From an optimization exercise on the open Yosys and OpenROAD flow, aimed at small area, a short achievable clock period and few clock cycles per item; shortcuts taken in it are not production practice. The RTL was checked by simulation tests, not by an equivalence proof against the original design.

### flow/config.mk
export PLATFORM = sky130hd
export DESIGN_NAME = fc_layer_top
export DESIGN_NICKNAME = fc_layer_top
export VERILOG_FILES = /design/flow/design.v
export SDC_FILE = /design/flow/constraint.sdc
export NUM_CORES = 4
export LEC_CHECK = 0
export CAP_MARGIN = 20
export CORE_MARGIN = 2
export CORE_UTILIZATION = 65
export CTS_BUF_LIST = sky130_fd_sc_hd__clkbuf_16
export CTS_CLUSTER_DIAMETER = 100
export CTS_CLUSTER_SIZE = 28
export PLACE_DENSITY = 0.7
export SETUP_SLACK_MARGIN = 5
export SLEW_MARGIN = 20
### flow/constraint.sdc
create_clock -name core_clock -period 9.0 [get_ports {clk}]
set_input_delay 1.8000 -clock core_clock [delete_from_list [all_inputs] [get_ports {clk}]]
set_output_delay 1.8000 -clock core_clock [all_outputs]
set_load 0.01 [all_outputs]
### flow/design.v
`default_nettype none
package fc_pkg;
    localparam int BYTE_W    = 8;
    localparam int WORD_W    = 32;
    localparam int IN_COUNT  = 8;
    localparam int OUT_COUNT = 4;
    localparam int ACC_W     = 20;
    localparam int FEATURE_W = IN_COUNT * BYTE_W;
    localparam int FRAME_WORDS = (FEATURE_W + OUT_COUNT * FEATURE_W
                                  + OUT_COUNT * BYTE_W) / WORD_W;
    localparam int STEP_W = 4;
    typedef enum logic {
        LOAD_RECEIVE,
        LOAD_COMPUTE
    } loader_state_t;
    typedef enum logic [1:0] {
        LANE_IDLE,
        LANE_ACCUMULATE,
        LANE_BIAS_ADD,
        LANE_DONE
    } lane_state_t;
endpackage
`default_nettype wire
`default_nettype none
module fc_dot4_cs (
    input  wire [47:0] bd,    
    input  wire [31:0] w,
    output wire [18:0] s,
    output wire [18:0] c
);
wire x1;
wire x2;
wire x3;
wire x4;
wire x5;
wire x6;
wire x7;
wire x8;
wire x9;
wire nx10;
wire x11;
wire x12;
wire x13;
wire x14;
wire x15;
wire x16;
wire x17;
wire x18;
wire x19;
wire nx20;
wire x21;
wire x22;
wire x23;
wire x24;
wire x25;
wire x26;
wire x27;
wire x28;
wire x29;
wire nx30;
wire x31;
wire x32;
wire x33;
wire x34;
wire x35;
wire x36;
wire x37;
wire x38;
wire x39;
wire nx40;
wire x41;
wire x42;
wire x43;
wire x44;
wire x45;
wire x46;
wire x47;
wire x48;
wire x49;
wire nx50;
wire x51;
wire x52;
wire x53;
wire x54;
wire x55;
wire x56;
wire x57;
wire x58;
wire x59;
wire nx60;
wire x61;
wire x62;
wire x63;
wire x64;
wire x65;
wire x66;
wire x67;
wire x68;
wire x69;
wire nx70;
wire x71;
wire x72;
wire x73;
wire x74;
wire x75;
wire x76;
wire x77;
wire x78;
wire x79;
wire nx80;
wire x81;
wire x82;
wire x83;
wire x84;
wire x85;
wire x86;
wire x87;
wire x88;
wire x89;
wire nx90;
wire x91;
wire x92;
wire x93;
wire x94;
wire x95;
wire x96;
wire x97;
wire x98;
wire x99;
wire nx100;
wire x101;
wire x102;
wire x103;
wire x104;
wire x105;
wire x106;
wire x107;
wire x108;
wire x109;
wire nx110;
wire x111;
wire x112;
wire x113;
wire x114;
wire x115;
wire x116;
wire x117;
wire x118;
wire x119;
wire nx120;
wire x121;
wire x122;
wire x123;
wire x124;
wire x125;
wire x126;
wire x127;
wire x128;
wire x129;
wire nx130;
wire x131;
wire x132;
wire x133;
wire x134;
wire x135;
wire x136;
wire x137;
wire x138;
wire x139;
wire nx140;
wire x141;
wire x142;
wire x143;
wire x144;
wire x145;
wire x146;
wire x147;
wire x148;
wire x149;
wire nx150;
wire x151;
wire x152;
wire x153;
wire x154;
wire x155;
wire x156;
wire x157;
wire x158;
wire x159;
wire nx160;
wire s161;
wire c162;
wire s163;
wire c164;
wire s165;
wire c166;
wire s167;
wire c168;
wire s169;
wire c170;
wire s171;
wire c172;
wire s173;
wire c174;
wire s175;
wire c176;
wire s177;
wire c178;
wire s179;
wire c180;
wire s181;
wire c182;
wire s183;
wire c184;
wire s185;
wire c186;
wire s187;
wire c188;
wire s189;
wire c190;
wire s191;
wire c192;
wire s193;
wire c194;
wire s195;
wire c196;
wire s197;
wire c198;
wire s199;
wire c200;
wire s201;
wire c202;
wire s203;
wire c204;
wire s205;
wire c206;
wire s207;
wire c208;
wire s209;
wire c210;
wire s211;
wire c212;
wire s213;
wire c214;
wire s215;
wire c216;
wire s217;
wire c218;
wire s219;
wire c220;
wire s221;
wire c222;
wire s223;
wire c224;
wire s225;
wire c226;
wire s227;
wire c228;
wire s229;
wire c230;
wire s231;
wire c232;
wire s233;
wire c234;
wire s235;
wire c236;
wire s237;
wire c238;
wire s239;
wire c240;
wire s241;
wire c242;
wire s243;
wire c244;
wire s245;
wire c246;
wire s247;
wire c248;
wire s249;
wire c250;
wire s251;
wire c252;
wire s253;
wire c254;
wire s255;
wire c256;
wire s257;
wire c258;
wire s259;
wire c260;
wire s261;
wire c262;
wire s263;
wire c264;
wire s265;
wire c266;
wire s267;
wire c268;
wire s269;
wire c270;
wire s271;
wire c272;
wire s273;
wire c274;
wire s275;
wire c276;
wire s277;
wire c278;
wire s279;
wire c280;
wire s281;
wire c282;
wire s283;
wire c284;
wire s285;
wire c286;
wire s287;
wire c288;
wire s289;
wire c290;
wire s291;
wire c292;
wire s293;
wire c294;
wire s295;
wire c296;
wire s297;
wire c298;
wire s299;
wire c300;
wire s301;
wire c302;
wire s303;
wire c304;
wire s305;
wire c306;
wire s307;
wire c308;
wire s309;
wire c310;
wire s311;
wire c312;
wire s313;
wire c314;
wire s315;
wire c316;
wire s317;
wire c318;
wire s319;
wire c320;
wire s321;
wire c322;
wire s323;
wire c324;
wire s325;
wire c326;
wire s327;
wire c328;
wire s329;
wire c330;
wire s331;
wire c332;
wire s333;
wire c334;
wire s335;
wire c336;
wire s337;
wire c338;
wire s339;
wire c340;
wire s341;
wire c342;
wire s343;
wire c344;
wire s345;
wire c346;
wire s347;
wire c348;
wire s349;
wire c350;
wire s351;
wire c352;
wire s353;
wire c354;
wire s355;
wire c356;
wire s357;
wire c358;
wire s359;
wire c360;
wire s361;
wire c362;
wire s363;
wire c364;
wire s365;
wire c366;
wire s367;
wire c368;
wire s369;
wire c370;
wire s371;
wire c372;
wire s373;
wire c374;
wire s375;
wire c376;
wire s377;
wire c378;
wire s379;
wire c380;
wire s381;
wire c382;
wire s383;
wire c384;
wire s385;
wire c386;
wire s387;
wire c388;
wire s389;
wire c390;
wire s391;
wire c392;
wire s393;
wire c394;
wire s395;
wire c396;
wire s397;
wire c398;
wire s399;
wire c400;
wire s401;
wire c402;
wire s403;
wire c404;
wire s405;
wire c406;
wire s407;
wire c408;
wire s409;
wire c410;
wire s411;
wire c412;
wire s413;
wire c414;
wire s415;
wire c416;
wire s417;
wire c418;
wire s419;
wire c420;
wire s421;
wire c422;
wire s423;
wire c424;
wire s425;
wire c426;
wire s427;
wire c428;
wire s429;
wire c430;
wire s431;
wire c432;
wire s433;
wire c434;
wire s435;
wire c436;
wire s437;
wire c438;
wire s439;
wire c440;
wire s441;
wire c442;
wire s443;
wire c444;
wire s445;
wire c446;
wire s447;
wire c448;
wire s449;
wire c450;
wire s451;
wire c452;
wire s453;
wire c454;
wire s455;
wire c456;
assign x1 = ((bd[0] & w[0]) | (bd[1] & 1'b0)) ^ bd[2];
assign x2 = ((bd[0] & w[1]) | (bd[1] & w[0])) ^ bd[2];
assign x3 = ((bd[0] & w[2]) | (bd[1] & w[1])) ^ bd[2];
assign x4 = ((bd[0] & w[3]) | (bd[1] & w[2])) ^ bd[2];
assign x5 = ((bd[0] & w[4]) | (bd[1] & w[3])) ^ bd[2];
assign x6 = ((bd[0] & w[5]) | (bd[1] & w[4])) ^ bd[2];
assign x7 = ((bd[0] & w[6]) | (bd[1] & w[5])) ^ bd[2];
assign x8 = ((bd[0] & w[7]) | (bd[1] & w[6])) ^ bd[2];
assign x9 = ((bd[0] & w[7]) | (bd[1] & w[7])) ^ bd[2];
assign nx10 = ~x9;
assign x11 = ((bd[3] & w[0]) | (bd[4] & 1'b0)) ^ bd[5];
assign x12 = ((bd[3] & w[1]) | (bd[4] & w[0])) ^ bd[5];
assign x13 = ((bd[3] & w[2]) | (bd[4] & w[1])) ^ bd[5];
assign x14 = ((bd[3] & w[3]) | (bd[4] & w[2])) ^ bd[5];
assign x15 = ((bd[3] & w[4]) | (bd[4] & w[3])) ^ bd[5];
assign x16 = ((bd[3] & w[5]) | (bd[4] & w[4])) ^ bd[5];
assign x17 = ((bd[3] & w[6]) | (bd[4] & w[5])) ^ bd[5];
assign x18 = ((bd[3] & w[7]) | (bd[4] & w[6])) ^ bd[5];
assign x19 = ((bd[3] & w[7]) | (bd[4] & w[7])) ^ bd[5];
assign nx20 = ~x19;
assign x21 = ((bd[6] & w[0]) | (bd[7] & 1'b0)) ^ bd[8];
assign x22 = ((bd[6] & w[1]) | (bd[7] & w[0])) ^ bd[8];
assign x23 = ((bd[6] & w[2]) | (bd[7] & w[1])) ^ bd[8];
assign x24 = ((bd[6] & w[3]) | (bd[7] & w[2])) ^ bd[8];
assign x25 = ((bd[6] & w[4]) | (bd[7] & w[3])) ^ bd[8];
assign x26 = ((bd[6] & w[5]) | (bd[7] & w[4])) ^ bd[8];
assign x27 = ((bd[6] & w[6]) | (bd[7] & w[5])) ^ bd[8];
assign x28 = ((bd[6] & w[7]) | (bd[7] & w[6])) ^ bd[8];
assign x29 = ((bd[6] & w[7]) | (bd[7] & w[7])) ^ bd[8];
assign nx30 = ~x29;
assign x31 = ((bd[9] & w[0]) | (bd[10] & 1'b0)) ^ bd[11];
assign x32 = ((bd[9] & w[1]) | (bd[10] & w[0])) ^ bd[11];
assign x33 = ((bd[9] & w[2]) | (bd[10] & w[1])) ^ bd[11];
assign x34 = ((bd[9] & w[3]) | (bd[10] & w[2])) ^ bd[11];
assign x35 = ((bd[9] & w[4]) | (bd[10] & w[3])) ^ bd[11];
assign x36 = ((bd[9] & w[5]) | (bd[10] & w[4])) ^ bd[11];
assign x37 = ((bd[9] & w[6]) | (bd[10] & w[5])) ^ bd[11];
assign x38 = ((bd[9] & w[7]) | (bd[10] & w[6])) ^ bd[11];
assign x39 = ((bd[9] & w[7]) | (bd[10] & w[7])) ^ bd[11];
assign nx40 = ~x39;
assign x41 = ((bd[12] & w[8]) | (bd[13] & 1'b0)) ^ bd[14];
assign x42 = ((bd[12] & w[9]) | (bd[13] & w[8])) ^ bd[14];
assign x43 = ((bd[12] & w[10]) | (bd[13] & w[9])) ^ bd[14];
assign x44 = ((bd[12] & w[11]) | (bd[13] & w[10])) ^ bd[14];
assign x45 = ((bd[12] & w[12]) | (bd[13] & w[11])) ^ bd[14];
assign x46 = ((bd[12] & w[13]) | (bd[13] & w[12])) ^ bd[14];
assign x47 = ((bd[12] & w[14]) | (bd[13] & w[13])) ^ bd[14];
assign x48 = ((bd[12] & w[15]) | (bd[13] & w[14])) ^ bd[14];
assign x49 = ((bd[12] & w[15]) | (bd[13] & w[15])) ^ bd[14];
assign nx50 = ~x49;
assign x51 = ((bd[15] & w[8]) | (bd[16] & 1'b0)) ^ bd[17];
assign x52 = ((bd[15] & w[9]) | (bd[16] & w[8])) ^ bd[17];
assign x53 = ((bd[15] & w[10]) | (bd[16] & w[9])) ^ bd[17];
assign x54 = ((bd[15] & w[11]) | (bd[16] & w[10])) ^ bd[17];
assign x55 = ((bd[15] & w[12]) | (bd[16] & w[11])) ^ bd[17];
assign x56 = ((bd[15] & w[13]) | (bd[16] & w[12])) ^ bd[17];
assign x57 = ((bd[15] & w[14]) | (bd[16] & w[13])) ^ bd[17];
assign x58 = ((bd[15] & w[15]) | (bd[16] & w[14])) ^ bd[17];
assign x59 = ((bd[15] & w[15]) | (bd[16] & w[15])) ^ bd[17];
assign nx60 = ~x59;
assign x61 = ((bd[18] & w[8]) | (bd[19] & 1'b0)) ^ bd[20];
assign x62 = ((bd[18] & w[9]) | (bd[19] & w[8])) ^ bd[20];
assign x63 = ((bd[18] & w[10]) | (bd[19] & w[9])) ^ bd[20];
assign x64 = ((bd[18] & w[11]) | (bd[19] & w[10])) ^ bd[20];
assign x65 = ((bd[18] & w[12]) | (bd[19] & w[11])) ^ bd[20];
assign x66 = ((bd[18] & w[13]) | (bd[19] & w[12])) ^ bd[20];
assign x67 = ((bd[18] & w[14]) | (bd[19] & w[13])) ^ bd[20];
assign x68 = ((bd[18] & w[15]) | (bd[19] & w[14])) ^ bd[20];
assign x69 = ((bd[18] & w[15]) | (bd[19] & w[15])) ^ bd[20];
assign nx70 = ~x69;
assign x71 = ((bd[21] & w[8]) | (bd[22] & 1'b0)) ^ bd[23];
assign x72 = ((bd[21] & w[9]) | (bd[22] & w[8])) ^ bd[23];
assign x73 = ((bd[21] & w[10]) | (bd[22] & w[9])) ^ bd[23];
assign x74 = ((bd[21] & w[11]) | (bd[22] & w[10])) ^ bd[23];
assign x75 = ((bd[21] & w[12]) | (bd[22] & w[11])) ^ bd[23];
assign x76 = ((bd[21] & w[13]) | (bd[22] & w[12])) ^ bd[23];
assign x77 = ((bd[21] & w[14]) | (bd[22] & w[13])) ^ bd[23];
assign x78 = ((bd[21] & w[15]) | (bd[22] & w[14])) ^ bd[23];
assign x79 = ((bd[21] & w[15]) | (bd[22] & w[15])) ^ bd[23];
assign nx80 = ~x79;
assign x81 = ((bd[24] & w[16]) | (bd[25] & 1'b0)) ^ bd[26];
assign x82 = ((bd[24] & w[17]) | (bd[25] & w[16])) ^ bd[26];
assign x83 = ((bd[24] & w[18]) | (bd[25] & w[17])) ^ bd[26];
assign x84 = ((bd[24] & w[19]) | (bd[25] & w[18])) ^ bd[26];
assign x85 = ((bd[24] & w[20]) | (bd[25] & w[19])) ^ bd[26];
assign x86 = ((bd[24] & w[21]) | (bd[25] & w[20])) ^ bd[26];
assign x87 = ((bd[24] & w[22]) | (bd[25] & w[21])) ^ bd[26];
assign x88 = ((bd[24] & w[23]) | (bd[25] & w[22])) ^ bd[26];
assign x89 = ((bd[24] & w[23]) | (bd[25] & w[23])) ^ bd[26];
assign nx90 = ~x89;
assign x91 = ((bd[27] & w[16]) | (bd[28] & 1'b0)) ^ bd[29];
assign x92 = ((bd[27] & w[17]) | (bd[28] & w[16])) ^ bd[29];
assign x93 = ((bd[27] & w[18]) | (bd[28] & w[17])) ^ bd[29];
assign x94 = ((bd[27] & w[19]) | (bd[28] & w[18])) ^ bd[29];
assign x95 = ((bd[27] & w[20]) | (bd[28] & w[19])) ^ bd[29];
assign x96 = ((bd[27] & w[21]) | (bd[28] & w[20])) ^ bd[29];
assign x97 = ((bd[27] & w[22]) | (bd[28] & w[21])) ^ bd[29];
assign x98 = ((bd[27] & w[23]) | (bd[28] & w[22])) ^ bd[29];
assign x99 = ((bd[27] & w[23]) | (bd[28] & w[23])) ^ bd[29];
assign nx100 = ~x99;
assign x101 = ((bd[30] & w[16]) | (bd[31] & 1'b0)) ^ bd[32];
assign x102 = ((bd[30] & w[17]) | (bd[31] & w[16])) ^ bd[32];
assign x103 = ((bd[30] & w[18]) | (bd[31] & w[17])) ^ bd[32];
assign x104 = ((bd[30] & w[19]) | (bd[31] & w[18])) ^ bd[32];
assign x105 = ((bd[30] & w[20]) | (bd[31] & w[19])) ^ bd[32];
assign x106 = ((bd[30] & w[21]) | (bd[31] & w[20])) ^ bd[32];
assign x107 = ((bd[30] & w[22]) | (bd[31] & w[21])) ^ bd[32];
assign x108 = ((bd[30] & w[23]) | (bd[31] & w[22])) ^ bd[32];
assign x109 = ((bd[30] & w[23]) | (bd[31] & w[23])) ^ bd[32];
assign nx110 = ~x109;
assign x111 = ((bd[33] & w[16]) | (bd[34] & 1'b0)) ^ bd[35];
assign x112 = ((bd[33] & w[17]) | (bd[34] & w[16])) ^ bd[35];
assign x113 = ((bd[33] & w[18]) | (bd[34] & w[17])) ^ bd[35];
assign x114 = ((bd[33] & w[19]) | (bd[34] & w[18])) ^ bd[35];
assign x115 = ((bd[33] & w[20]) | (bd[34] & w[19])) ^ bd[35];
assign x116 = ((bd[33] & w[21]) | (bd[34] & w[20])) ^ bd[35];
assign x117 = ((bd[33] & w[22]) | (bd[34] & w[21])) ^ bd[35];
assign x118 = ((bd[33] & w[23]) | (bd[34] & w[22])) ^ bd[35];
assign x119 = ((bd[33] & w[23]) | (bd[34] & w[23])) ^ bd[35];
assign nx120 = ~x119;
assign x121 = ((bd[36] & w[24]) | (bd[37] & 1'b0)) ^ bd[38];
assign x122 = ((bd[36] & w[25]) | (bd[37] & w[24])) ^ bd[38];
assign x123 = ((bd[36] & w[26]) | (bd[37] & w[25])) ^ bd[38];
assign x124 = ((bd[36] & w[27]) | (bd[37] & w[26])) ^ bd[38];
assign x125 = ((bd[36] & w[28]) | (bd[37] & w[27])) ^ bd[38];
assign x126 = ((bd[36] & w[29]) | (bd[37] & w[28])) ^ bd[38];
assign x127 = ((bd[36] & w[30]) | (bd[37] & w[29])) ^ bd[38];
assign x128 = ((bd[36] & w[31]) | (bd[37] & w[30])) ^ bd[38];
assign x129 = ((bd[36] & w[31]) | (bd[37] & w[31])) ^ bd[38];
assign nx130 = ~x129;
assign x131 = ((bd[39] & w[24]) | (bd[40] & 1'b0)) ^ bd[41];
assign x132 = ((bd[39] & w[25]) | (bd[40] & w[24])) ^ bd[41];
assign x133 = ((bd[39] & w[26]) | (bd[40] & w[25])) ^ bd[41];
assign x134 = ((bd[39] & w[27]) | (bd[40] & w[26])) ^ bd[41];
assign x135 = ((bd[39] & w[28]) | (bd[40] & w[27])) ^ bd[41];
assign x136 = ((bd[39] & w[29]) | (bd[40] & w[28])) ^ bd[41];
assign x137 = ((bd[39] & w[30]) | (bd[40] & w[29])) ^ bd[41];
assign x138 = ((bd[39] & w[31]) | (bd[40] & w[30])) ^ bd[41];
assign x139 = ((bd[39] & w[31]) | (bd[40] & w[31])) ^ bd[41];
assign nx140 = ~x139;
assign x141 = ((bd[42] & w[24]) | (bd[43] & 1'b0)) ^ bd[44];
assign x142 = ((bd[42] & w[25]) | (bd[43] & w[24])) ^ bd[44];
assign x143 = ((bd[42] & w[26]) | (bd[43] & w[25])) ^ bd[44];
assign x144 = ((bd[42] & w[27]) | (bd[43] & w[26])) ^ bd[44];
assign x145 = ((bd[42] & w[28]) | (bd[43] & w[27])) ^ bd[44];
assign x146 = ((bd[42] & w[29]) | (bd[43] & w[28])) ^ bd[44];
assign x147 = ((bd[42] & w[30]) | (bd[43] & w[29])) ^ bd[44];
assign x148 = ((bd[42] & w[31]) | (bd[43] & w[30])) ^ bd[44];
assign x149 = ((bd[42] & w[31]) | (bd[43] & w[31])) ^ bd[44];
assign nx150 = ~x149;
assign x151 = ((bd[45] & w[24]) | (bd[46] & 1'b0)) ^ bd[47];
assign x152 = ((bd[45] & w[25]) | (bd[46] & w[24])) ^ bd[47];
assign x153 = ((bd[45] & w[26]) | (bd[46] & w[25])) ^ bd[47];
assign x154 = ((bd[45] & w[27]) | (bd[46] & w[26])) ^ bd[47];
assign x155 = ((bd[45] & w[28]) | (bd[46] & w[27])) ^ bd[47];
assign x156 = ((bd[45] & w[29]) | (bd[46] & w[28])) ^ bd[47];
assign x157 = ((bd[45] & w[30]) | (bd[46] & w[29])) ^ bd[47];
assign x158 = ((bd[45] & w[31]) | (bd[46] & w[30])) ^ bd[47];
assign x159 = ((bd[45] & w[31]) | (bd[46] & w[31])) ^ bd[47];
assign nx160 = ~x159;
assign s161 = x7 ^ x15;
assign c162 = x7 & x15;
assign s163 = x5 ^ x13 ^ x21;
assign c164 = (x5 ^ x13) ? x21 : x5;
assign s165 = bd[8] ^ x45;
assign c166 = bd[8] & x45;
assign s167 = x6 ^ x14;
assign c168 = x6 & x14;
assign s169 = x23 ^ x31 ^ bd[11];
assign c170 = (x23 ^ x31) ? bd[11] : x23;
assign s171 = x47 ^ x55 ^ x63;
assign c172 = (x47 ^ x55) ? x63 : x47;
assign s173 = x71 ^ bd[23] ^ x87;
assign c174 = (x71 ^ bd[23]) ? x87 : x71;
assign s175 = x95 ^ x103;
assign c176 = x95 & x103;
assign s177 = x8 ^ x16 ^ x24;
assign c178 = (x8 ^ x16) ? x24 : x8;
assign s179 = x32 ^ x48 ^ x56;
assign c180 = (x32 ^ x48) ? x56 : x32;
assign s181 = x64 ^ x72 ^ x88;
assign c182 = (x64 ^ x72) ? x88 : x64;
assign s183 = x96 ^ x104 ^ x112;
assign c184 = (x96 ^ x104) ? x112 : x96;
assign s185 = nx10 ^ x17 ^ x25;
assign c186 = (nx10 ^ x17) ? x25 : nx10;
assign s187 = x33 ^ nx50 ^ x57;
assign c188 = (x33 ^ nx50) ? x57 : x33;
assign s189 = x65 ^ x73 ^ nx90;
assign c190 = (x65 ^ x73) ? nx90 : x65;
assign s191 = x97 ^ x105;
assign c192 = x97 & x105;
assign s193 = x18 ^ x26 ^ x34;
assign c194 = (x18 ^ x26) ? x34 : x18;
assign s195 = x58 ^ x66;
assign c196 = x58 & x66;
assign s197 = nx20 ^ x27 ^ x35;
assign c198 = (nx20 ^ x27) ? x35 : nx20;
assign s199 = x3 ^ x11 ^ bd[5];
assign c200 = (x3 ^ x11) ? bd[5] : x3;
assign s201 = x43 ^ x51;
assign c202 = x43 & x51;
assign s203 = x4 ^ x12;
assign c204 = x4 & x12;
assign s205 = x53 ^ x61 ^ bd[20];
assign c206 = (x53 ^ x61) ? bd[20] : x53;
assign s207 = x85 ^ x93 ^ x101;
assign c208 = (x85 ^ x93) ? x101 : x85;
assign s209 = bd[32] ^ x125;
assign c210 = bd[32] & x125;
assign s211 = x22 ^ x46 ^ x54;
assign c212 = (x22 ^ x46) ? x54 : x22;
assign s213 = x62 ^ x86 ^ x94;
assign c214 = (x62 ^ x86) ? x94 : x62;
assign s215 = x102 ^ x126 ^ x134;
assign c216 = (x102 ^ x126) ? x134 : x102;
assign s217 = x142 ^ s167;
assign c218 = x142 & s167;
assign s219 = x111 ^ bd[35] ^ x127;
assign c220 = (x111 ^ bd[35]) ? x127 : x111;
assign s221 = x135 ^ x143 ^ x151;
assign c222 = (x135 ^ x143) ? x151 : x135;
assign s223 = bd[47] ^ s161 ^ s169;
assign c224 = (bd[47] ^ s161) ? s169 : bd[47];
assign s225 = s171 ^ s173 ^ s175;
assign c226 = (s171 ^ s173) ? s175 : s171;
assign s227 = x128 ^ x136 ^ x144;
assign c228 = (x128 ^ x136) ? x144 : x128;
assign s229 = x152 ^ c162 ^ s177;
assign c230 = (x152 ^ c162) ? s177 : x152;
assign s231 = s179 ^ s181 ^ s183;
assign c232 = (s179 ^ s181) ? s183 : s179;
assign s233 = c170 ^ c172 ^ c174;
assign c234 = (c170 ^ c172) ? c174 : c170;
assign s235 = x113 ^ nx130 ^ x137;
assign c236 = (x113 ^ nx130) ? x137 : x113;
assign s237 = x145 ^ x153 ^ s185;
assign c238 = (x145 ^ x153) ? s185 : x145;
assign s239 = s187 ^ s189 ^ s191;
assign c240 = (s187 ^ s189) ? s191 : s187;
assign s241 = c178 ^ c180 ^ c182;
assign c242 = (c178 ^ c180) ? c182 : c178;
assign s243 = x74 ^ x98 ^ x106;
assign c244 = (x74 ^ x98) ? x106 : x74;
assign s245 = x114 ^ x138 ^ x146;
assign c246 = (x114 ^ x138) ? x146 : x114;
assign s247 = x154 ^ s193 ^ s195;
assign c248 = (x154 ^ s193) ? s195 : x154;
assign s249 = c186 ^ c188 ^ c190;
assign c250 = (c186 ^ c188) ? c190 : c186;
assign s251 = nx60 ^ x67 ^ x75;
assign c252 = (nx60 ^ x67) ? x75 : nx60;
assign s253 = nx100 ^ x107 ^ x115;
assign c254 = (nx100 ^ x107) ? x115 : nx100;
assign s255 = nx140 ^ x147 ^ x155;
assign c256 = (nx140 ^ x147) ? x155 : nx140;
assign s257 = s197 ^ c194 ^ c196;
assign c258 = (s197 ^ c194) ? c196 : s197;
assign s259 = x28 ^ x36 ^ x68;
assign c260 = (x28 ^ x36) ? x68 : x28;
assign s261 = x76 ^ x108 ^ x116;
assign c262 = (x76 ^ x108) ? x116 : x76;
assign s263 = x148 ^ x156;
assign c264 = x148 & x156;
assign s265 = nx30 ^ x37 ^ nx70;
assign c266 = (nx30 ^ x37) ? nx70 : nx30;
assign s267 = x1 ^ bd[2] ^ x41;
assign c268 = (x1 ^ bd[2]) ? x41 : x1;
assign s269 = bd[17] ^ x83 ^ x91;
assign c270 = (bd[17] ^ x83) ? x91 : bd[17];
assign s271 = bd[29] ^ x123;
assign c272 = bd[29] & x123;
assign s273 = x44 ^ x52 ^ x84;
assign c274 = (x44 ^ x52) ? x84 : x44;
assign s275 = x92 ^ x124 ^ x132;
assign c276 = (x92 ^ x124) ? x132 : x92;
assign s277 = s203 ^ c200;
assign c278 = s203 & c200;
assign s279 = x133 ^ x141 ^ bd[44];
assign c280 = (x133 ^ x141) ? bd[44] : x133;
assign s281 = s163 ^ s165 ^ s205;
assign c282 = (s163 ^ s165) ? s205 : s163;
assign s283 = s207 ^ s209 ^ c204;
assign c284 = (s207 ^ s209) ? c204 : s207;
assign s285 = c164 ^ c166 ^ s211;
assign c286 = (c164 ^ c166) ? s211 : c164;
assign s287 = s213 ^ s215 ^ s217;
assign c288 = (s213 ^ s215) ? s217 : s213;
assign s289 = c206 ^ c208 ^ c210;
assign c290 = (c206 ^ c208) ? c210 : c206;
assign s291 = c168 ^ s219 ^ s221;
assign c292 = (c168 ^ s219) ? s221 : c168;
assign s293 = s223 ^ s225 ^ c212;
assign c294 = (s223 ^ s225) ? c212 : s223;
assign s295 = c214 ^ c216 ^ c218;
assign c296 = (c214 ^ c216) ? c218 : c214;
assign s297 = c176 ^ s227 ^ s229;
assign c298 = (c176 ^ s227) ? s229 : c176;
assign s299 = s231 ^ s233 ^ c220;
assign c300 = (s231 ^ s233) ? c220 : s231;
assign s301 = c222 ^ c224 ^ c226;
assign c302 = (c222 ^ c224) ? c226 : c222;
assign s303 = c184 ^ s235 ^ s237;
assign c304 = (c184 ^ s235) ? s237 : c184;
assign s305 = s239 ^ s241 ^ c228;
assign c306 = (s239 ^ s241) ? c228 : s239;
assign s307 = c230 ^ c232 ^ c234;
assign c308 = (c230 ^ c232) ? c234 : c230;
assign s309 = c192 ^ s243 ^ s245;
assign c310 = (c192 ^ s243) ? s245 : c192;
assign s311 = s247 ^ s249 ^ c236;
assign c312 = (s247 ^ s249) ? c236 : s247;
assign s313 = c238 ^ c240 ^ c242;
assign c314 = (c238 ^ c240) ? c242 : c238;
assign s315 = s251 ^ s253 ^ s255;
assign c316 = (s251 ^ s253) ? s255 : s251;
assign s317 = s257 ^ c244 ^ c246;
assign c318 = (s257 ^ c244) ? c246 : s257;
assign s319 = c248 ^ c250 ^ 1'b1;
assign c320 = (c248 ^ c250) ? 1'b1 : c248;
assign s321 = c198 ^ s259 ^ s261;
assign c322 = (c198 ^ s259) ? s261 : c198;
assign s323 = s263 ^ c252 ^ c254;
assign c324 = (s263 ^ c252) ? c254 : s263;
assign s325 = c256 ^ c258 ^ 1'b1;
assign c326 = (c256 ^ c258) ? 1'b1 : c256;
assign s327 = x77 ^ nx110 ^ x117;
assign c328 = (x77 ^ nx110) ? x117 : x77;
assign s329 = nx150 ^ x157 ^ s265;
assign c330 = (nx150 ^ x157) ? s265 : nx150;
assign s331 = c260 ^ c262 ^ c264;
assign c332 = (c260 ^ c262) ? c264 : c260;
assign s333 = x38 ^ x78 ^ x118;
assign c334 = (x38 ^ x78) ? x118 : x38;
assign s335 = x158 ^ c266;
assign c336 = x158 & c266;
assign s337 = bd[14] ^ x81 ^ bd[26];
assign c338 = (bd[14] ^ x81) ? bd[26] : bd[14];
assign s339 = x2 ^ x42 ^ x82;
assign c340 = (x2 ^ x42) ? x82 : x2;
assign s341 = x131 ^ bd[41] ^ s199;
assign c342 = (x131 ^ bd[41]) ? s199 : x131;
assign s343 = s201 ^ s269;
assign c344 = s201 & s269;
assign s345 = c202 ^ s273 ^ s275;
assign c346 = (c202 ^ s273) ? s275 : c202;
assign s347 = s277 ^ c270 ^ c272;
assign c348 = (s277 ^ c270) ? c272 : s277;
assign s349 = s279 ^ s281 ^ s283;
assign c350 = (s279 ^ s281) ? s283 : s279;
assign s351 = c274 ^ c276 ^ c278;
assign c352 = (c274 ^ c276) ? c278 : c274;
assign s353 = s285 ^ s287 ^ s289;
assign c354 = (s285 ^ s287) ? s289 : s285;
assign s355 = c280 ^ c282 ^ c284;
assign c356 = (c280 ^ c282) ? c284 : c280;
assign s357 = s291 ^ s293 ^ s295;
assign c358 = (s291 ^ s293) ? s295 : s291;
assign s359 = c286 ^ c288 ^ c290;
assign c360 = (c286 ^ c288) ? c290 : c286;
assign s361 = s297 ^ s299 ^ s301;
assign c362 = (s297 ^ s299) ? s301 : s297;
assign s363 = c292 ^ c294 ^ c296;
assign c364 = (c292 ^ c294) ? c296 : c292;
assign s365 = s303 ^ s305 ^ s307;
assign c366 = (s303 ^ s305) ? s307 : s303;
assign s367 = c298 ^ c300 ^ c302;
assign c368 = (c298 ^ c300) ? c302 : c298;
assign s369 = s309 ^ s311 ^ s313;
assign c370 = (s309 ^ s311) ? s313 : s309;
assign s371 = c304 ^ c306 ^ c308;
assign c372 = (c304 ^ c306) ? c308 : c304;
assign s373 = s315 ^ s317 ^ s319;
assign c374 = (s315 ^ s317) ? s319 : s315;
assign s375 = c310 ^ c312 ^ c314;
assign c376 = (c310 ^ c312) ? c314 : c310;
assign s377 = s321 ^ s323 ^ s325;
assign c378 = (s321 ^ s323) ? s325 : s321;
assign s379 = c316 ^ c318 ^ c320;
assign c380 = (c316 ^ c318) ? c320 : c316;
assign s381 = s327 ^ s329 ^ s331;
assign c382 = (s327 ^ s329) ? s331 : s327;
assign s383 = c322 ^ c324 ^ c326;
assign c384 = (c322 ^ c324) ? c326 : c322;
assign s385 = s333 ^ s335 ^ c328;
assign c386 = (s333 ^ s335) ? c328 : s333;
assign s387 = c330 ^ c332 ^ 1'b1;
assign c388 = (c330 ^ c332) ? 1'b1 : c330;
assign s389 = nx40 ^ nx80 ^ nx120;
assign c390 = (nx40 ^ nx80) ? nx120 : nx40;
assign s391 = nx160 ^ c334 ^ c336;
assign c392 = (nx160 ^ c334) ? c336 : nx160;
assign s393 = x121 ^ bd[38];
assign c394 = x121 & bd[38];
assign s395 = x122 ^ c268 ^ s339;
assign c396 = (x122 ^ c268) ? s339 : x122;
assign s397 = s271 ^ s341 ^ s343;
assign c398 = (s271 ^ s341) ? s343 : s271;
assign s399 = s345 ^ s347 ^ c342;
assign c400 = (s345 ^ s347) ? c342 : s345;
assign s401 = s349 ^ s351 ^ c346;
assign c402 = (s349 ^ s351) ? c346 : s349;
assign s403 = s353 ^ s355 ^ c350;
assign c404 = (s353 ^ s355) ? c350 : s353;
assign s405 = s357 ^ s359 ^ c354;
assign c406 = (s357 ^ s359) ? c354 : s357;
assign s407 = s361 ^ s363 ^ c358;
assign c408 = (s361 ^ s363) ? c358 : s361;
assign s409 = s365 ^ s367 ^ c362;
assign c410 = (s365 ^ s367) ? c362 : s365;
assign s411 = s369 ^ s371 ^ c366;
assign c412 = (s369 ^ s371) ? c366 : s369;
assign s413 = s373 ^ s375 ^ c370;
assign c414 = (s373 ^ s375) ? c370 : s373;
assign s415 = s377 ^ s379 ^ c374;
assign c416 = (s377 ^ s379) ? c374 : s377;
assign s417 = s381 ^ s383 ^ c378;
assign c418 = (s381 ^ s383) ? c378 : s381;
assign s419 = s385 ^ s387 ^ c382;
assign c420 = (s385 ^ s387) ? c382 : s385;
assign s421 = s389 ^ s391 ^ c386;
assign c422 = (s389 ^ s391) ? c386 : s389;
assign s423 = c390 ^ c392;
assign c424 = c390 & c392;
assign s425 = s267 ^ s337;
assign c426 = s267 & s337;
assign s427 = c338 ^ s395 ^ c394;
assign c428 = (c338 ^ s395) ? c394 : c338;
assign s429 = c340 ^ s397 ^ c396;
assign c430 = (c340 ^ s397) ? c396 : c340;
assign s431 = c344 ^ s399 ^ c398;
assign c432 = (c344 ^ s399) ? c398 : c344;
assign s433 = c348 ^ s401 ^ c400;
assign c434 = (c348 ^ s401) ? c400 : c348;
assign s435 = c352 ^ s403 ^ c402;
assign c436 = (c352 ^ s403) ? c402 : c352;
assign s437 = c356 ^ s405 ^ c404;
assign c438 = (c356 ^ s405) ? c404 : c356;
assign s439 = c360 ^ s407 ^ c406;
assign c440 = (c360 ^ s407) ? c406 : c360;
assign s441 = c364 ^ s409 ^ c408;
assign c442 = (c364 ^ s409) ? c408 : c364;
assign s443 = c368 ^ s411 ^ c410;
assign c444 = (c368 ^ s411) ? c410 : c368;
assign s445 = c372 ^ s413 ^ c412;
assign c446 = (c372 ^ s413) ? c412 : c372;
assign s447 = c376 ^ s415 ^ c414;
assign c448 = (c376 ^ s415) ? c414 : c376;
assign s449 = c380 ^ s417 ^ c416;
assign c450 = (c380 ^ s417) ? c416 : c380;
assign s451 = c384 ^ s419 ^ c418;
assign c452 = (c384 ^ s419) ? c418 : c384;
assign s453 = c388 ^ s421 ^ c420;
assign c454 = (c388 ^ s421) ? c420 : c388;
assign s455 = s423 ^ c422 ^ 1'b1;
assign c456 = (s423 ^ c422) ? 1'b1 : s423;
assign s = {1'b1, 1'b1, c424, s455, s453, s451, s449, s447, s445, s443, s441, s439, s437, s435, s433, s431, s429, s427, s393};
assign c = {1'b0, 1'b0, c456, c454, c452, c450, c448, c446, c444, c442, c440, c438, c436, c434, c432, c430, c428, c426, s425};
endmodule
`default_nettype wire
`default_nettype none
module fc_add4 (
    input  wire [18:0] x,
    input  wire [18:0] s,
    input  wire [18:0] c,
    input  wire [18:0] b,
    output wire [18:0] y
);
wire l1_t0;
wire l1_s0;
wire l1_c0;
wire l1_t1;
wire l1_s1;
wire l1_c1;
wire l1_t2;
wire l1_s2;
wire l1_c2;
wire l1_t3;
wire l1_s3;
wire l1_c3;
wire l1_t4;
wire l1_s4;
wire l1_c4;
wire l1_t5;
wire l1_s5;
wire l1_c5;
wire l1_t6;
wire l1_s6;
wire l1_c6;
wire l1_t7;
wire l1_s7;
wire l1_c7;
wire l1_t8;
wire l1_s8;
wire l1_c8;
wire l1_t9;
wire l1_s9;
wire l1_c9;
wire l1_t10;
wire l1_s10;
wire l1_c10;
wire l1_t11;
wire l1_s11;
wire l1_c11;
wire l1_t12;
wire l1_s12;
wire l1_c12;
wire l1_t13;
wire l1_s13;
wire l1_c13;
wire l1_t14;
wire l1_s14;
wire l1_c14;
wire l1_t15;
wire l1_s15;
wire l1_c15;
wire l1_t16;
wire l1_s16;
wire l1_c16;
wire l1_t17;
wire l1_s17;
wire l1_c17;
wire l1_t18;
wire l1_s18;
wire l1_c18;
wire l2_t0;
wire l2_s0;
wire l2_c0;
wire l2_t1;
wire l2_s1;
wire l2_c1;
wire l2_t2;
wire l2_s2;
wire l2_c2;
wire l2_t3;
wire l2_s3;
wire l2_c3;
wire l2_t4;
wire l2_s4;
wire l2_c4;
wire l2_t5;
wire l2_s5;
wire l2_c5;
wire l2_t6;
wire l2_s6;
wire l2_c6;
wire l2_t7;
wire l2_s7;
wire l2_c7;
wire l2_t8;
wire l2_s8;
wire l2_c8;
wire l2_t9;
wire l2_s9;
wire l2_c9;
wire l2_t10;
wire l2_s10;
wire l2_c10;
wire l2_t11;
wire l2_s11;
wire l2_c11;
wire l2_t12;
wire l2_s12;
wire l2_c12;
wire l2_t13;
wire l2_s13;
wire l2_c13;
wire l2_t14;
wire l2_s14;
wire l2_c14;
wire l2_t15;
wire l2_s15;
wire l2_c15;
wire l2_t16;
wire l2_s16;
wire l2_c16;
wire l2_t17;
wire l2_s17;
wire l2_c17;
wire l2_t18;
wire l2_s18;
wire l2_c18;
assign l1_t0 = s[0] ^ c[0];
assign l1_s0 = l1_t0 ^ x[0];
assign l1_c0 = l1_t0 ? x[0] : s[0];
assign l1_t1 = s[1] ^ c[1];
assign l1_s1 = l1_t1 ^ x[1];
assign l1_c1 = l1_t1 ? x[1] : s[1];
assign l1_t2 = s[2] ^ c[2];
assign l1_s2 = l1_t2 ^ x[2];
assign l1_c2 = l1_t2 ? x[2] : s[2];
assign l1_t3 = s[3] ^ c[3];
assign l1_s3 = l1_t3 ^ x[3];
assign l1_c3 = l1_t3 ? x[3] : s[3];
assign l1_t4 = s[4] ^ c[4];
assign l1_s4 = l1_t4 ^ x[4];
assign l1_c4 = l1_t4 ? x[4] : s[4];
assign l1_t5 = s[5] ^ c[5];
assign l1_s5 = l1_t5 ^ x[5];
assign l1_c5 = l1_t5 ? x[5] : s[5];
assign l1_t6 = s[6] ^ c[6];
assign l1_s6 = l1_t6 ^ x[6];
assign l1_c6 = l1_t6 ? x[6] : s[6];
assign l1_t7 = s[7] ^ c[7];
assign l1_s7 = l1_t7 ^ x[7];
assign l1_c7 = l1_t7 ? x[7] : s[7];
assign l1_t8 = s[8] ^ c[8];
assign l1_s8 = l1_t8 ^ x[8];
assign l1_c8 = l1_t8 ? x[8] : s[8];
assign l1_t9 = s[9] ^ c[9];
assign l1_s9 = l1_t9 ^ x[9];
assign l1_c9 = l1_t9 ? x[9] : s[9];
assign l1_t10 = s[10] ^ c[10];
assign l1_s10 = l1_t10 ^ x[10];
assign l1_c10 = l1_t10 ? x[10] : s[10];
assign l1_t11 = s[11] ^ c[11];
assign l1_s11 = l1_t11 ^ x[11];
assign l1_c11 = l1_t11 ? x[11] : s[11];
assign l1_t12 = s[12] ^ c[12];
assign l1_s12 = l1_t12 ^ x[12];
assign l1_c12 = l1_t12 ? x[12] : s[12];
assign l1_t13 = s[13] ^ c[13];
assign l1_s13 = l1_t13 ^ x[13];
assign l1_c13 = l1_t13 ? x[13] : s[13];
assign l1_t14 = s[14] ^ c[14];
assign l1_s14 = l1_t14 ^ x[14];
assign l1_c14 = l1_t14 ? x[14] : s[14];
assign l1_t15 = s[15] ^ c[15];
assign l1_s15 = l1_t15 ^ x[15];
assign l1_c15 = l1_t15 ? x[15] : s[15];
assign l1_t16 = s[16] ^ c[16];
assign l1_s16 = l1_t16 ^ x[16];
assign l1_c16 = l1_t16 ? x[16] : s[16];
assign l1_t17 = s[17] ^ c[17];
assign l1_s17 = l1_t17 ^ x[17];
assign l1_c17 = l1_t17 ? x[17] : s[17];
assign l1_t18 = s[18] ^ c[18];
assign l1_s18 = l1_t18 ^ x[18];
assign l1_c18 = l1_t18 ? x[18] : s[18];
assign l2_t0 = l1_s0 ^ 1'b0;
assign l2_s0 = l2_t0 ^ b[0];
assign l2_c0 = l2_t0 ? b[0] : l1_s0;
assign l2_t1 = l1_s1 ^ l1_c0;
assign l2_s1 = l2_t1 ^ b[1];
assign l2_c1 = l2_t1 ? b[1] : l1_s1;
assign l2_t2 = l1_s2 ^ l1_c1;
assign l2_s2 = l2_t2 ^ b[2];
assign l2_c2 = l2_t2 ? b[2] : l1_s2;
assign l2_t3 = l1_s3 ^ l1_c2;
assign l2_s3 = l2_t3 ^ b[3];
assign l2_c3 = l2_t3 ? b[3] : l1_s3;
assign l2_t4 = l1_s4 ^ l1_c3;
assign l2_s4 = l2_t4 ^ b[4];
assign l2_c4 = l2_t4 ? b[4] : l1_s4;
assign l2_t5 = l1_s5 ^ l1_c4;
assign l2_s5 = l2_t5 ^ b[5];
assign l2_c5 = l2_t5 ? b[5] : l1_s5;
assign l2_t6 = l1_s6 ^ l1_c5;
assign l2_s6 = l2_t6 ^ b[6];
assign l2_c6 = l2_t6 ? b[6] : l1_s6;
assign l2_t7 = l1_s7 ^ l1_c6;
assign l2_s7 = l2_t7 ^ b[7];
assign l2_c7 = l2_t7 ? b[7] : l1_s7;
assign l2_t8 = l1_s8 ^ l1_c7;
assign l2_s8 = l2_t8 ^ b[8];
assign l2_c8 = l2_t8 ? b[8] : l1_s8;
assign l2_t9 = l1_s9 ^ l1_c8;
assign l2_s9 = l2_t9 ^ b[9];
assign l2_c9 = l2_t9 ? b[9] : l1_s9;
assign l2_t10 = l1_s10 ^ l1_c9;
assign l2_s10 = l2_t10 ^ b[10];
assign l2_c10 = l2_t10 ? b[10] : l1_s10;
assign l2_t11 = l1_s11 ^ l1_c10;
assign l2_s11 = l2_t11 ^ b[11];
assign l2_c11 = l2_t11 ? b[11] : l1_s11;
assign l2_t12 = l1_s12 ^ l1_c11;
assign l2_s12 = l2_t12 ^ b[12];
assign l2_c12 = l2_t12 ? b[12] : l1_s12;
assign l2_t13 = l1_s13 ^ l1_c12;
assign l2_s13 = l2_t13 ^ b[13];
assign l2_c13 = l2_t13 ? b[13] : l1_s13;
assign l2_t14 = l1_s14 ^ l1_c13;
assign l2_s14 = l2_t14 ^ b[14];
assign l2_c14 = l2_t14 ? b[14] : l1_s14;
assign l2_t15 = l1_s15 ^ l1_c14;
assign l2_s15 = l2_t15 ^ b[15];
assign l2_c15 = l2_t15 ? b[15] : l1_s15;
assign l2_t16 = l1_s16 ^ l1_c15;
assign l2_s16 = l2_t16 ^ b[16];
assign l2_c16 = l2_t16 ? b[16] : l1_s16;
assign l2_t17 = l1_s17 ^ l1_c16;
assign l2_s17 = l2_t17 ^ b[17];
assign l2_c17 = l2_t17 ? b[17] : l1_s17;
assign l2_t18 = l1_s18 ^ l1_c17;
assign l2_s18 = l2_t18 ^ b[18];
assign l2_c18 = l2_t18 ? b[18] : l1_s18;
assign y = {l2_s18, l2_s17, l2_s16, l2_s15, l2_s14, l2_s13, l2_s12, l2_s11, l2_s10, l2_s9, l2_s8, l2_s7, l2_s6, l2_s5, l2_s4, l2_s3, l2_s2, l2_s1, l2_s0} + {l2_c17, l2_c16, l2_c15, l2_c14, l2_c13, l2_c12, l2_c11, l2_c10, l2_c9, l2_c8, l2_c7, l2_c6, l2_c5, l2_c4, l2_c3, l2_c2, l2_c1, l2_c0, 1'b0};
endmodule
`default_nettype wire
`timescale 1ns/1ns
`default_nettype none
import fc_pkg::*;
module fc_layer_top (
    input  wire logic              clk,
    input  wire logic              rstn,
    input  wire logic              in_valid,
    input  wire logic [WORD_W-1:0] in_data,
    output logic                   out_valid,
    output logic      [WORD_W-1:0] out_data
);
    localparam int SW = 19;
    function automatic logic [7:0] quant(input logic [SW-1:0] x);
        if ((x[SW-1:15] == '0) || (x[SW-1:15] == '1)) quant = x[15:8];
        else quant = x[SW-1] ? 8'h80 : 8'h7F;
    endfunction
    logic        vq;
    logic [31:0] dq;
    logic [3:0]  cnt;       
    logic [3:0]  nidx;      
    logic        ldq, wtq, finq;
    assign nidx = !vq ? cnt : (cnt == 4'd10) ? 4'd0 : cnt + 4'd1;
    always_ff @(posedge clk) dq <= in_valid ? in_data : '0;
    always_ff @(posedge clk or negedge rstn) begin
        if (!rstn) begin
            vq   <= 1'b0;
            cnt  <= '0;
            ldq  <= 1'b0;
            wtq  <= 1'b0;
            finq <= 1'b0;
        end else begin
            vq   <= in_valid;
            cnt  <= nidx;
            ldq  <= in_valid && (nidx < 4'd2);
            wtq  <= in_valid && (nidx >= 4'd2) && (nidx <= 4'd9);
            finq <= in_valid && (nidx == 4'd10);
        end
    end
    logic [31:0] fhi, fhi_d;
    logic [47:0] flo, flo_d;
    always_comb begin
        for (int b = 0; b < 4; b++) begin
            for (int i = 0; i < 4; i++) begin
                logic f2, f1, f0;
                f2 = fhi[8*b+2*i+1];
                f1 = fhi[8*b+2*i];
                f0 = (i == 0) ? 1'b0 : fhi[8*b+2*i-1];
                flo_d[12*b+3*i]   = f1 ^ f0;
                flo_d[12*b+3*i+1] = (f2 & !f1 & !f0) | (!f2 & f1 & f0);
                flo_d[12*b+3*i+2] = f2;
                fhi_d[8*b+2*i+1] = flo[12*b+3*i+2];
                fhi_d[8*b+2*i]   = flo[12*b+3*i] ^ ((i == 0) ? 1'b0 : flo[12*b+3*i-1]);
            end
        end
    end
    always_ff @(posedge clk) begin
        if (ldq || wtq) begin
            flo <= flo_d;
            fhi <= ldq ? dq : fhi_d;
        end
    end
    logic [SW-1:0] s_d, c_d, cs_s, cs_c;
    fc_dot4_cs u_dot (
        .bd (flo),
        .w  (dq),
        .s  (s_d),
        .c  (c_d)
    );
    always_ff @(posedge clk) begin
        cs_s <= s_d;
        cs_c <= c_d;
    end
    logic e_even, e_r0, e_r1, e_r2, e_a3;
    always_ff @(posedge clk or negedge rstn) begin
        if (!rstn) begin
            e_even <= 1'b0;
            e_r0   <= 1'b0;
            e_r1   <= 1'b0;
            e_r2   <= 1'b0;
            e_a3   <= 1'b0;
        end else begin
            e_even <= wtq && !cnt[0];
            e_r0   <= wtq && (cnt == 4'd3);
            e_r1   <= wtq && (cnt == 4'd5);
            e_r2   <= wtq && (cnt == 4'd7);
            e_a3   <= wtq && (cnt == 4'd9);
        end
    end
    logic [SW-1:0] acc, r0, r1, r2;
    logic [SW-1:0] sum;
    logic [7:0]    b3;
    logic [SW-1:0] r0b, r1b, r2b;
    assign b3  = finq ? dq[31:24] : 8'h00;
    fc_add4 u_sum (
        .x (e_even ? '0 : acc),
        .s (cs_s),
        .c (cs_c),
        .b ({{(SW-8){b3[7]}}, b3}),
        .y (sum)
    );
    function automatic logic [SW-1:0] add_bias(input logic [SW-1:0] r, input logic [7:0] b);
        logic [8:0]    lo;
        logic [SW-9:0] h, inc, dec;
        lo = {1'b0, r[7:0]} + {1'b0, b};
        h  = r[SW-1:8];
        for (int i = 0; i < SW - 8; i++) begin
            inc[i] = h[i] ^ ((i == 0) ? 1'b1 : ((h | ~((SW-8)'((1 << i) - 1))) == '1));
            dec[i] = h[i] ^ ((i == 0) ? 1'b1 : ~|(h & ((1 << i) - 1)));
        end
        if (lo[8] && !b[7])      add_bias = {inc, r[7:0]};
        else if (!lo[8] && b[7]) add_bias = {dec, r[7:0]};
        else                     add_bias = r;
    endfunction
    assign r0b = add_bias(r0, dq[7:0]);
    assign r1b = add_bias(r1, dq[15:8]);
    assign r2b = add_bias(r2, dq[23:16]);
    always_ff @(posedge clk) begin
        if (e_even || e_a3 || finq) acc <= sum;
        if (e_r0 || finq) r0 <= e_r0 ? sum : r0b;
        if (e_r1 || finq) r1 <= e_r1 ? sum : r1b;
        if (e_r2 || finq) r2 <= e_r2 ? sum : r2b;
    end
    always_ff @(posedge clk or negedge rstn) begin
        if (!rstn) out_valid <= 1'b0;
        else       out_valid <= finq;
    end
    assign out_data = {quant(acc), quant(r2), quant(r1), quant(r0)};
endmodule
`default_nettype wire
### flow/run.sh
#!/bin/bash
# synth_recipe.tcl (not shown) runs the flow's synth.tcl, then flattens the netlist and writes it again
# the make line also repeats each setting of config.mk as NAME=value (left out here)
make -C /OpenROAD-flow-scripts/flow DESIGN_CONFIG=/design/flow/config.mk WORK_HOME=/design/flow/orfs CLKGATE_MAP_FILE= SYNTH_SCRIPT=/design/flow/synth_recipe.tcl finish
==> results by group, run 1 <==
Run status
  – Outcome: no timing/DRC/antenna violations

Floorplan
  – I/O Pins: about 70
  – Core footprint: 0.0279 mm²
  – Cell Rows: ~60
  – DIE AREA: 0.0297 mm²
  – Starting Density: between 60% and 70%
  – Die Wd: between 150 and 200 µm
  – Die Ht: between 150 and 200 µm

STA
  – Slew Viols, Final: 0
  – Final setup margin: approximately 5.1 ns
  – Part of the cycle the worst path needs: around 44%
  – Clock Skew: ~0.024 ns
  – Total Negative Setup Slacks: 0 ns
  – Fin Hold WS: about 0.45 ns
  – Tmin final: slightly below 4 ns
  – Slew HR: between 30% and 40%
  – Final Hold Vio Count: 0
  – Count of final setup violators: 0
  – RSZ-0062 raised after global routing: true
  – Max Freq: between 200 and 300 MHz
  – Worst Max-Slew Pin Slew: 1.05 ns

Cells and area
  – Share of post-route cells with drive strength above 1: a little under an eighth
  – Cell area after layout: between 0.015 and 0.02 mm²
  – # fillers: 2,154
  – Number of diodes: 0
  – FF+latch area: around 0.0064 mm²
  – Nets: 1,962
  – Multi-input logic area: 0.0115 mm²
  – Area Overhead vs Synth: 8.28%

Route
  – Mean routed wirelength per cell: between 20 and 25 µm
  – DRT antenna net count: 0
  – Starting DRT DRC Count: 1,068
  – DRC: 0
  – First drt pass iteration count: 6
  – Vias/cell: 5.95
  – Final wirelength: ~46 mm
  – Total number of vias: 13,400

Synthesis
  – Post-synth top flop: edfxtp_1
  – Yosys reg bits: ~240
  – Synth Instances: roughly 1,900
  – Synth Warn #: 1
  – Adder and majority cell fraction of the synthesized area: 9.81%
  – Synth area leaders: edfxtp_1 (25%), xnor2_1 (17%), dfxtp_1 (7.2%)
  – Yosys top cell by area: edfxtp_1
  – Simple-Gate Fraction of Synth Area: between 10% and 20%
  – Post-synthesis xor/xnor area fraction: about 25%
  – Mux contribution to synthesized area: 3.28%
  – Area of the mapped netlist: around 0.018 mm²
  – Synth cell types: just over 70
  – Post-synth top area share: ~25%
  – Sequential area share after synthesis: ~34%
  – Main combinational cell family by area after synthesis: XOR/XNOR gates
  – Synth Area in Compound Gates: 11.8%
  – Number of synthesized flops with an enable pin: around 160
  – Synthesized area per cell: slightly below 10 µm²
  – Ys async rst share: 5.93%
  – Syn_nets: just under 2,000

Worst setup path
  – CP endpoint kind: output pin
  – Required @ worst endpoint: just over 7 ns
  – Worst Path Arrival: roughly 2.2 ns
  – CP bufs+invs: 1
  – Worst-path cell chain: nor4_4, or2_4, nand2_1, clkdlybuf4s50_1
  – Crit-path slowest cell: clkdlybuf4s50_1
  – Kind of critical path: reg2out
  – CP max stage delay: roughly 0.47 ns
  – Critical Path Source Type: register
  – CP Max Fanout: 7
  – Top delay family on crit path: simple AND/OR/NAND/NOR gates

GRT
  – Largest net degree at the start of global routing: 81
  – First-pass GRT wire length: ~70 mm
  – Vias in the first global route: approximately 12,000
  – Initial antenna violation count: 0
  – Tot GR Track Use: a little under a third
  – Grt total ovfl: 0
  – GR Layer Usage met2: 49.2%
  – Most used routing layer: met2
  – Global Route met1 Usage: 43.8%
  – Global Route met3 Usage: ~5.4%

Clocking
  – Clk latency of the worst-skew pair: around 0.50 ns
  – CTS Buf Count: 13
  – CTS tree: built
  – Max Root-Sink Buffers: 3
  – Clk slew on worst S/H paths: 0.11 ns
  – Hold_buf cts: 0
  – H-tree level count: 1
  – Sink Count: about 240
  – Clock root buffer: clkbuf_16

Job
  – Max cap viols: 0

Placement
  – Final Wtd Congestion: between 0.9 and 1
  – Placed Area: approximately 0.019 mm²
  – Dpl ws: 4.22 ns
  – Hpwl dp: roughly 34 mm
  – I/O Buffers: 67

Min path
  – Hold crit path type: reg2reg
## cells in the mapped netlist (42+ instances only)
library cell	number
and2_1	58
mux2_2	43
a22oi_1	103
o21ai_0	113
maj3_1	88
nand2_1	140
xor2_1	127
dfxtp_1	66
xnor2_1	356
nor2_1	82
ha_1	60
inv_1	42
edfxtp_1	156
buf_2	46
## what timing repair did
item	in CTS	in global routing
pin swaps	11	19
setup buffers	26	15
resized for setup	53	57
setup endpoints to repair	68	54
## path summary, 6_finish.rpt
kind,startpoint,end,slack (ns),cells after the start
worst max-delay path,acc[16],out_data[28],5.05,4
worst min-delay path,fhi[8],flo[12],0.45,0
worst max register to register,e_even,r2[17],5.06,20
worst min register to register,fhi[8],flo[12],0.45,0
max in group asynchronous,rstn,e_even,6.82,1
min in group asynchronous,rstn,e_r2,1.70,1
## cell families (layout without fill, tap and decap cells)
group / after synthesis / after routing
DFF: 236 / 236
AOI/OAI and AO/OA: 326 / 326
xor gates and xnor gates: 508 / 508
buffers and inverters: 160 / 179
muxes: 55 / 55
and+or+nand+nor: 406 / 406
adders and majority gates: 163 / 163
## layout by cell type (no fill, tap or decap), types with 40 or more instances in the layout
| cell | n |
|---|---|
| inv_1 | 44 |
| dfxtp_1 | 61 |
| ha_1 | 59 |
| edfxtp_1 | 156 |
| clkdlybuf4s50_1 | 40 |
| mux2_2 | 41 |
| a22oi_1 | 103 |
| buf_4 | 47 |
| and2_1 | 59 |
| o21ai_0 | 102 |
| nand2_1 | 140 |
| xor2_1 | 127 |
| xnor2_1 | 350 |
| nor2_1 | 79 |
| maj3_1 | 88 |
## registers in the layout, summed over array words and instances, names as in the netlist, 17 cells and up
name / count
r1: 19
acc: 19
cs_s: 17
r2: 19
r0: 19
cs_c: 17
dq: 32
flo: 48
fhi: 32
## cell type report
class | instances | area share [%]
clock buffers | 14 | 1.75
clock inverters | 8 | 0.288
inverters | 42 | 0.790
multi-input cells | 1458 | 57.7
flip-flops and latches | 236 | 31.9
well taps | 378 | 2.37
repair buffers | 115 | 5.18
## layer usage
layer,share of wire (%),routed length [µm],vias up
li1,-,-,6403
met3,8.1,3710,77
met1,44,20200,6427
met4,2.5,1170,0
met2,46,21000,479
met5,0,0,-
## per-stage QoR
stage,instances,util [%]
floorplan,1854,-
global placement,2188,68.2
detailed placement,2188,68.2
CTS,2236,70.7
global route,2251,71.7
finish,2251,71.7
Testbench counts, summed over its fixed seeds: cycles 4,992, frames 384.
==> run 2: changes to the inputs <==
--- a/flow/config.mk
+++ b/flow/config.mk
@@ -7,10 +7,10 @@
 export LEC_CHECK = 0
 export CAP_MARGIN = 20
 export CORE_MARGIN = 2
-export CORE_UTILIZATION = 65
+export CORE_UTILIZATION = 55
 export CTS_BUF_LIST = sky130_fd_sc_hd__clkbuf_16
-export CTS_CLUSTER_DIAMETER = 100
-export CTS_CLUSTER_SIZE = 28
-export PLACE_DENSITY = 0.7
+export CTS_CLUSTER_DIAMETER = 80
+export CTS_CLUSTER_SIZE = 20
+export PLACE_DENSITY = 0.6
 export SETUP_SLACK_MARGIN = 5
 export SLEW_MARGIN = 20
==> run 2 against run 1 <==
Compared with the run above: synthesized area did not move; utilization decreased by 11 points; die area rose by 18%; clock-buffer cell count is 5 higher; sequential cell count is the same; critical path depth unchanged; global-route usage decreased by 4.1 points; setup slack got worse by 0.0061 ns.
==> results by group, run 2 <==
Run status
  – Outcome: no timing/DRC/antenna violations

Clocking
  – H-tree level count: 1
  – Clk latency of the worst-skew pair: around 0.52 ns
  – CTS tree: built
  – Max Root-Sink Buffers: 3
  – CTS Buf Count: 18
  – Clk slew on worst S/H paths: 0.08 ns
  – Clock root buffer: clkbuf_16
  – Sink Count: roughly 240

Cells and area
  – Commonest cells after routing, fill and taps aside: xnor2_1 (350), edfxtp_1 (156), nand2_1 (140)
  – Number of diodes: 0
  – Cell area after layout: slightly above 0.02 mm²
  – Nets: between 1,500 and 2,000
  – # fillers: between 2,000 and 3,000
  – Max FFs per register: between 40 and 50
  – Share of post-route cells with drive strength above 1: a little under an eighth
  – Most common cell after layout, fill and taps aside: xnor2_1
  – Largest regs: flo x48, dq x32, fhi x32
  – Area Overhead vs Synth: 9.72%
  – Register with the most flip-flops: flo

Worst setup path
  – CP Max Fanout: 7
  – CP endpoint kind: output pin
  – CP max stage delay: 0.53 ns
  – CP Capture Point: out_data[24]
  – R2R Setup Slk: a little over 5 ns
  – Worst Setup SP: acc[18]
  – Required @ worst endpoint: 7.20 ns
  – Crit-path slowest cell: clkdlybuf4s50_1
  – Worst Path Arrival: roughly 2.2 ns
  – Worst-path cell chain: nor4_4, o21ai_0, nand2_1, clkdlybuf4s50_1
  – R2R Path End: r0[15]
  – Kind of critical path: reg2out
  – Cell depth of the worst flop-to-flop path: 10
  – FF-to-FF Start: e_even
  – Critical Path Source Type: register

Synthesis
  – Syn_nets: 1,950
  – Synth cell types: 72
  – Commonest cells in the netlist: xnor2_1 (356), edfxtp_1 (156), nand2_1 (140)
  – Ys async rst share: just under 6%
  – Number of synthesized flops with an enable pin: about 160
  – Synthesized area per cell: around 9.9 µm²
  – Synth Instances: 1,854
  – Sequential area share after synthesis: between 30% and 40%
  – Synth area leaders: edfxtp_1 (25%), xnor2_1 (17%), dfxtp_1 (7.2%)
  – Post-synth top area share: between 20% and 30%
  – Yosys top cell by area: edfxtp_1
  – Area of the mapped netlist: between 0.015 and 0.02 mm²
  – Most common cell in the netlist: xnor2_1
  – Yosys reg bits: 236
  – Synth Warn #: 1
  – Post-synth top flop: edfxtp_1

GRT
  – Largest net degree at the start of global routing: between 70 and 80
  – First-pass GRT wire length: approximately 73 mm
  – Vias in the first global route: 12,600
  – Tot GR Track Use: between 20 and 30%
  – Initial antenna violation count: 0
  – Grt total ovfl: 0

STA
  – Slew Viols, Final: 0
  – Count of final setup violators: 0
  – Part of the cycle the worst path needs: 43.9%
  – Total Negative Setup Slacks: 0 ns
  – Slew HR: between 20 and 25%
  – Clock Skew: about 0.024 ns
  – RSZ-0062 raised after global routing: true
  – Max Freq: roughly 250 MHz
  – Worst Max-Slew Pin Slew: around 1.1 ns
  – Final Hold Vio Count: 0
  – Fin Hold WS: between 0.4 and 0.5 ns
  – Tmin final: 3.95 ns

Route
  – DRC: 0
  – First drt pass iteration count: 5
  – Total number of vias: 13,300
  – Starting DRT DRC Count: between 800 and 900
  – Mean routed wirelength per cell: between 20 and 25 µm
  – Final wirelength: between 40 and 50 mm
  – DRT antenna net count: 0
  – Vias/cell: between 5 and 6

Floorplan
  – Cell Rows: between 60 and 70
  – DIE AREA: around 0.035 mm²
  – Die Ht: around 190 µm
  – I/O Pins: 68
  – Die Wd: 187 µm
  – Starting Density: between 50 and 60%
  – Core footprint: between 0.03 and 0.04 mm²

Placement
  – Hpwl dp: 35.9 mm
  – Final Wtd Congestion: approximately 0.88
  – I/O Buffers: between 60 and 70
  – Placed Area: 0.0191 mm²

Job
  – Max cap viols: 0

Min path
  – Hold crit path type: reg2reg
## run 2: changes by cell type in the layout (fill, tap and decap cells not counted), sizes merged
cell | before | now
buf | 48 | 41
bufinv | 0 | 1
clkbuf | 17 | 19
clkdlybuf4s15 | 2 | 1
clkinv | 2 | 4
clkinvlp | 0 | 1
dlygate4sd2 | 13 | 12
dlymetal6s2s | 9 | 14
inv | 48 | 49
## run 2: critical path, delay by kind of cell (launching register included)
kind / cells / cell delay, ns
simple gates: 2 / 0.53
buf+inv: 1 / 0.53
flops: 1 / 0.46
compound gates: 1 / 0.13
## run 2: metal layers
layer | routed length [µm] | GRT usage [%] | up-vias
li1 | - | - | 6403
met1 | 21800 | 38.1 | 6435
met2 | 21300 | 42.1 | 406
met3 | 3570 | 5.18 | 54
met4 | 1160 | 6.75 | 0
met5 | 0 | 0 | -
## run 2: cell families after synthesis
group	synth area share, %
xor gates and xnor gates	25.5
and+or+nand+nor	10.8
AOI/OAI and AO/OA	11.8
DFF	34.5
adders and majority gates	9.81
buffers and inverters	4.38
muxes	3.28
## run 2: layout make-up
cell class	count	area [µm²]	area share (%)
multi-input combinational	1458	11600	57.1
sequential	236	6370	31.5
clock inverter	13	113	0.557
inverter	42	158	0.779
timing repair buffer	108	998	4.94
tap	448	561	2.77
clock buffer	19	475	2.35
## run 2: repair_timing
action	4_1_cts	5_1_grt
buffers inserted	23	11
setup endpoints to repair	68	55
pin swaps	11	15
resized for setup	43	66
hold buffers	0	0
hold endpoints to repair	0	0
## run 2: per-stage QoR
stage          instances  utilization (%)  setup slack (ns)
5_1_grt             2324             60.8              4.95
3_3_place_gp        2258             57.3              4.44
6_report            2324             60.8              5.05
3_5_place_dp        2258             57.3              4.25
4_1_cts             2313             59.9              4.99
2_1_floorplan       1854                -              5.01
## run 2: worst min-delay path by stage
stage / slack [ns] / cells past startpoint / endpoint / start
6_report: 0.45 / 0 / flo[12] / fhi[8]
2_1_floorplan: 0.40 / 0 / out_valid / finq
5_1_grt: 0.48 / 0 / flo[12] / fhi[8]
4_1_cts: 0.45 / 0 / flo[12] / fhi[8]
3_3_place_gp: 0.43 / 0 / flo[12] / fhi[8]
3_5_place_dp: 0.43 / 0 / flo[12] / fhi[8]

## afterwards: timing with drivers on the ports
In the flow no input, the clock included, has a driving cell. The finished layouts below were timed again as built, in two steps. Step 1: set_driving_cell puts a clkbuf_16 on clk and a buf_2 on each other input, an assumption about the parent block. Step 2 moves the port delays by t, midway between the first and last clock arrival at a register: inputs arrive t later, outputs are due t later. That takes back most of the time a late clock gives input paths. Slacks: no drivers / after step 1 / after step 2; pairs: no drivers / after step 1.
run | t, ns | setup WS [ns] | worst slew at a driven data input, ns
run 1 | 0.542 | 5.052 / 5.003 / 5.061 | 0.06
run 2 | 0.565 | 5.046 / 4.991 / 5.101 | 0.04
After both steps every run listed still meets setup and hold.
